This design comes from an exercise in tuning for small area, a short achievable clock period and few clock cycles on the open sky130 flow, not from production work. The RTL was checked by simulation tests, not by an equivalence proof against the original design. Power and IR drop assume default switching activity.

== v11 ==
==> module lin_fetch_seq, before the edit <==
module lin_fetch_seq (
    input  logic                ACLK,
    input  logic                ARESETn,
    input  logic                linear_init,
    input  logic                bias_go,
    input  logic                input_go,
    input  logic                has_bias,
    input  lin_pkg::cnt_t       output_size,
    input  lin_pkg::cnt_t       input_size,
    input  lin_pkg::cnt_t       input_num,
    input  lin_pkg::data_t      axi_rdata,
    input  logic                axi_rvalid,
    output logic                axi_rready,
    output logic                linear_ready,
    output logic                job_done,
    output logic                start,
    output logic                vec_wr_valid,
    output logic                vec_wr_last,
    input  logic                zero_push,
    input  logic                vec_idle,
    output logic                bias_free,
    input  logic                out_bias_ready,
    output logic                out_bias_valid,
    output lin_pkg::data_t      out_bias_data,
    output logic                out_bias_last
);
    logic          run;         
    logic          r_bias;      
    lin_pkg::cnt_t r_wcnt;      
    logic          line_end;    
    lin_pkg::cnt_t r_line;      
    logic          bias_beat;
    logic          job_end;
    logic          b_valid_n;
    logic          r_bias_n;
    logic          run_n;
    logic          rready_n;
    logic          vexp;        
    logic          bexp;        
    assign start     = linear_ready & ~run & ~job_done & vec_idle & bias_go & input_go;
    assign bias_beat = axi_rvalid & bexp;
    assign vec_wr_valid = axi_rvalid & vexp;
    assign vec_wr_last = line_end;
    assign job_end   = (r_line + 1'b1) == input_num;
    assign bias_free = ~out_bias_valid | out_bias_ready;
    assign b_valid_n = (out_bias_valid & ~out_bias_ready) | bias_beat | zero_push;
    always_comb begin
        r_bias_n = r_bias;
        if (start) r_bias_n = has_bias;
        else if (bias_beat) r_bias_n = 1'b0;
        else if (vec_wr_valid & line_end & ~job_end) r_bias_n = has_bias;
    end
    assign run_n    = start | (run & ~(vec_wr_valid & line_end & job_end));
    assign rready_n = ~r_bias_n | ~b_valid_n;
    always_ff @(posedge ACLK or negedge ARESETn) begin
        if (!ARESETn) begin
            linear_ready   <= 1'b0;
            run            <= 1'b0;
            job_done       <= 1'b0;
            r_bias         <= 1'b0;
            out_bias_valid <= 1'b0;
            axi_rready     <= 1'b1;
            vexp           <= 1'b0;
            bexp           <= 1'b0;
        end else if (linear_init) begin
            linear_ready   <= 1'b0;
            run            <= 1'b0;
            job_done       <= 1'b0;
            r_bias         <= 1'b0;
            out_bias_valid <= 1'b0;
            axi_rready     <= 1'b1;
            vexp           <= 1'b0;
            bexp           <= 1'b0;
        end else begin
            vexp           <= run_n & ~r_bias_n;
            bexp           <= run_n & r_bias_n & rready_n;
            linear_ready   <= 1'b1;
            r_bias         <= r_bias_n;
            out_bias_valid <= b_valid_n;
            axi_rready     <= rready_n;
            if (start) begin
                run <= 1'b1;
            end else if (vec_wr_valid & line_end & job_end) begin
                run      <= 1'b0;
                job_done <= 1'b1;
            end else if (job_done & ~bias_go & ~input_go) begin
                job_done <= 1'b0;
            end
        end
    end
    always_ff @(posedge ACLK) begin
        if (start) begin
            r_wcnt   <= input_size - 1'b1;
            line_end <= (input_size == 16'd1);
            r_line   <= '0;
        end else if (vec_wr_valid) begin
            if (line_end) begin
                r_wcnt   <= input_size - 1'b1;
                line_end <= (input_size == 16'd1);
                r_line   <= r_line + 1'b1;
            end else begin
                r_wcnt   <= r_wcnt - 1'b1;
                line_end <= (r_wcnt == 16'd1);
            end
        end
        if (bias_beat) begin
            out_bias_data <= axi_rdata;
            out_bias_last <= (r_line + 1'b1) == output_size;
        end else if (zero_push) begin
            out_bias_data <= '0;
            out_bias_last <= 1'b0;
        end
    end
endmodule
==> module lin_sync_fifo, before the edit <==
module lin_sync_fifo #(
    parameter int WIDTH = 33,
    parameter int DEPTH = 31,
    parameter int PW    = 5
) (
    input  logic             ACLK,
    input  logic             ARESETn,
    input  logic             clr,
    input  logic             wr_valid,     
    input  logic [WIDTH-1:0] wr_data,
    output logic             rd_valid,
    output logic [WIDTH-1:0] rd_data,
    input  logic             rd_ready,
    output logic             pop
);
    logic [WIDTH-1:0] mem [DEPTH];
    logic [DEPTH-1:0] rd_sel;       
    logic [WIDTH-1:0] head;
    logic [PW-1:0]    wr_ptr;
    logic [PW-1:0]    rd_ptr;
    logic             wr_lap;
    logic             rd_lap;
    logic             arr_empty;
    logic             take;         
    logic [PW-1:0]    wr_inc;
    logic [PW-1:0]    rd_inc;
    logic             wr_wrap;
    logic             rd_wrap;
    assign arr_empty = (wr_ptr == rd_ptr) & (wr_lap == rd_lap);
    assign pop       = rd_valid & rd_ready;
    assign take      = ~rd_valid | rd_ready;
    assign wr_wrap   = (wr_ptr == PW'(DEPTH - 1));
    assign rd_wrap   = (rd_ptr == PW'(DEPTH - 1));
    assign wr_inc    = wr_wrap ? '0 : wr_ptr + 1'b1;
    assign rd_inc    = rd_wrap ? '0 : rd_ptr + 1'b1;
    always_ff @(posedge ACLK or negedge ARESETn) begin
        if (!ARESETn) begin
            wr_ptr   <= '0;
            rd_ptr   <= '0;
            wr_lap   <= 1'b0;
            rd_lap   <= 1'b0;
            rd_valid <= 1'b0;
        end else if (clr) begin
            wr_ptr   <= '0;
            rd_ptr   <= '0;
            wr_lap   <= 1'b0;
            rd_lap   <= 1'b0;
            rd_valid <= 1'b0;
        end else begin
            if (wr_valid) begin
                wr_ptr <= wr_inc;
                wr_lap <= wr_lap ^ wr_wrap;
            end
            if (take) begin
                rd_valid <= ~arr_empty | wr_valid;
                if (~arr_empty | wr_valid) begin
                    rd_ptr <= rd_inc;
                    rd_lap <= rd_lap ^ rd_wrap;
                end
            end
        end
    end
    always_ff @(posedge ACLK) begin
        if (wr_valid) mem[wr_ptr] <= wr_data;
    end
    always_comb begin
        head = '0;
        for (int i = 0; i < DEPTH; i++) begin
            rd_sel[i] = (rd_ptr == PW'(i));
            head = head | (mem[i] & {WIDTH{rd_sel[i]}});
        end
    end
    always_ff @(posedge ACLK) begin
        if (take) rd_data <= arr_empty ? wr_data : head;
    end
endmodule
clock: 5.5 ns
lec_check: 0
cap_margin: 20
core_margin: 2
core_utilization: 40
setup_slack_margin: 3.0
slew_margin: 20
tns_end_percent: 10
standard.sh (not shown) runs the stock make flow with config.mk's settings and CLKGATE_MAP_FILE= SYNTH_SCRIPT=/design/flow/synth_recipe.tcl, a recipe that flattens the netlist after the stock synthesis.
==> flow/flow/run.sh <==
#!/bin/bash
# Standard layout, except that the port buffers are buf_2 cells instead of
# the default clkdlybuf4s50_1. The make output goes to flow_make.log here;
# ORFS keeps each step's own log under orfs/logs/.
set -euo pipefail
export BUFFER_PORTS_ARGS="-buffer_cell sky130_fd_sc_hd__buf_2"
bash standard.sh > flow_make.log 2>&1
Testbench counts of v11, summed over its fixed seeds: cycles 25,720.
#### Input delta (v16 over v11)
--- a/flow/design.v
+++ b/flow/design.v
@@ -238,15 +238,13 @@
     logic          line_end;    
     lin_pkg::cnt_t r_line;      
+    logic          beat;
     logic          bias_beat;
     logic          job_end;
     logic          b_valid_n;
     logic          r_bias_n;
-    logic          run_n;
-    logic          rready_n;
-    logic          vexp;        
-    logic          bexp;        
     assign start     = linear_ready & ~run & ~job_done & vec_idle & bias_go & input_go;
-    assign bias_beat = axi_rvalid & bexp;
-    assign vec_wr_valid = axi_rvalid & vexp;
+    assign beat      = axi_rvalid & axi_rready & run;
+    assign bias_beat = beat & r_bias;
+    assign vec_wr_valid = beat & ~r_bias;
     assign vec_wr_last = line_end;
     assign job_end   = (r_line + 1'b1) == input_num;
@@ -259,6 +257,4 @@
         else if (vec_wr_valid & line_end & ~job_end) r_bias_n = has_bias;
     end
-    assign run_n    = start | (run & ~(vec_wr_valid & line_end & job_end));
-    assign rready_n = ~r_bias_n | ~b_valid_n;
     always_ff @(posedge ACLK or negedge ARESETn) begin
         if (!ARESETn) begin
@@ -269,6 +265,4 @@
             out_bias_valid <= 1'b0;
             axi_rready     <= 1'b1;
-            vexp           <= 1'b0;
-            bexp           <= 1'b0;
         end else if (linear_init) begin
             linear_ready   <= 1'b0;
@@ -278,13 +272,9 @@
             out_bias_valid <= 1'b0;
             axi_rready     <= 1'b1;
-            vexp           <= 1'b0;
-            bexp           <= 1'b0;
         end else begin
-            vexp           <= run_n & ~r_bias_n;
-            bexp           <= run_n & r_bias_n & rready_n;
             linear_ready   <= 1'b1;
             r_bias         <= r_bias_n;
             out_bias_valid <= b_valid_n;
-            axi_rready     <= rready_n;
+            axi_rready     <= ~r_bias_n | ~b_valid_n;
             if (start) begin
                 run <= 1'b1;
@@ -344,5 +334,11 @@
     logic             wr_lap;
     logic             rd_lap;
-    logic             arr_empty;
+    logic             arr_empty;    
+    logic             arr_full;
+    logic             adv;          
+    logic [PW-1:0]    wr_ptr_n;
+    logic [PW-1:0]    rd_ptr_n;
+    logic             wr_lap_n;
+    logic             rd_lap_n;
     logic             take;         
     logic [PW-1:0]    wr_inc;
@@ -350,5 +346,9 @@
     logic             wr_wrap;
     logic             rd_wrap;
-    assign arr_empty = (wr_ptr == rd_ptr) & (wr_lap == rd_lap);
+    assign adv       = take & (~arr_empty | wr_valid);
+    assign wr_ptr_n  = wr_valid ? wr_inc : wr_ptr;
+    assign wr_lap_n  = wr_lap ^ (wr_valid & wr_wrap);
+    assign rd_ptr_n  = adv ? rd_inc : rd_ptr;
+    assign rd_lap_n  = rd_lap ^ (adv & rd_wrap);
     assign pop       = rd_valid & rd_ready;
     assign take      = ~rd_valid | rd_ready;
@@ -364,4 +364,6 @@
             rd_lap   <= 1'b0;
             rd_valid <= 1'b0;
+            arr_empty <= 1'b1;
+            arr_full  <= 1'b0;
         end else if (clr) begin
             wr_ptr   <= '0;
@@ -370,20 +372,18 @@
             rd_lap   <= 1'b0;
             rd_valid <= 1'b0;
+            arr_empty <= 1'b1;
+            arr_full  <= 1'b0;
         end else begin
-            if (wr_valid) begin
-                wr_ptr <= wr_inc;
-                wr_lap <= wr_lap ^ wr_wrap;
-            end
-            if (take) begin
-                rd_valid <= ~arr_empty | wr_valid;
-                if (~arr_empty | wr_valid) begin
-                    rd_ptr <= rd_inc;
-                    rd_lap <= rd_lap ^ rd_wrap;
-                end
-            end
+            wr_ptr    <= wr_ptr_n;
+            wr_lap    <= wr_lap_n;
+            rd_ptr    <= rd_ptr_n;
+            rd_lap    <= rd_lap_n;
+            arr_empty <= (wr_ptr_n == rd_ptr_n) & (wr_lap_n == rd_lap_n);
+            arr_full  <= (wr_ptr_n == rd_ptr_n) & (wr_lap_n != rd_lap_n);
+            if (take) rd_valid <= ~arr_empty | wr_valid;
         end
     end
     always_ff @(posedge ACLK) begin
-        if (wr_valid) mem[wr_ptr] <= wr_data;
+        if (~arr_full) mem[wr_ptr] <= wr_data;
     end
     always_comb begin
Results
Run comparison: v11 capturing element of the worst setup path u_issuer.n_len[2]; v16 capturing element of the worst setup path u_vec_fifo.mem[20][2]
v16 gives more met2 usage than v11 did.
Re worst vdd rail ir drop: v16 is 6.2% up on v11.
v16 finished every stage and its layout cleared the timing, DRC and antenna checks.
Summary of v16 over v11: worst-path maximum fanout went up, wire length went up by about 2%, amount of wire on met3 after detailed routing increased 1.9%, worst hold slack has remained practically unchanged.
[v16] synthesis-to-finish area growth fell 1.2 points relative to v11
Testbench counts of v16, summed over its fixed seeds: cycles 25,720.

re-timing with driven ports:
In the flow no input, the clock included, has a driving cell. The finished layouts below were timed again as built, in two steps.
Step 1, drivers: a clkbuf_16 drives ACLK and a buf_2 each remaining input, both assumed.
Step 2 times the ports against the registers' clock, not the clock port: input delays grow and output delays shrink by t, the midpoint of the rising clock arrivals with the driver on.
Three values: ideal, step 1, step 2; two values: the first two.
| run | t, ns | setup slack, ns | hold WS [ns] | clock arrival spread, ns | worst register clock-pin slew, ns |
|---|---|---|---|---|---|
| v11 | 0.859 | 2.553 / 2.560 / 1.734 | 0.431 / 0.416 / 0.485 | 0.047 / 0.047 | 0.07 / 0.07 |
| v16 | 0.850 | 2.335 / 2.335 / 1.727 | 0.429 / 0.376 / 0.508 | 0.041 / 0.040 | 0.06 / 0.06 |
After both steps setup and hold are still met in every run listed. The setup slack of v11, which loses most, moves by +0.007 ns with the drivers and by -0.819 ns with both steps.
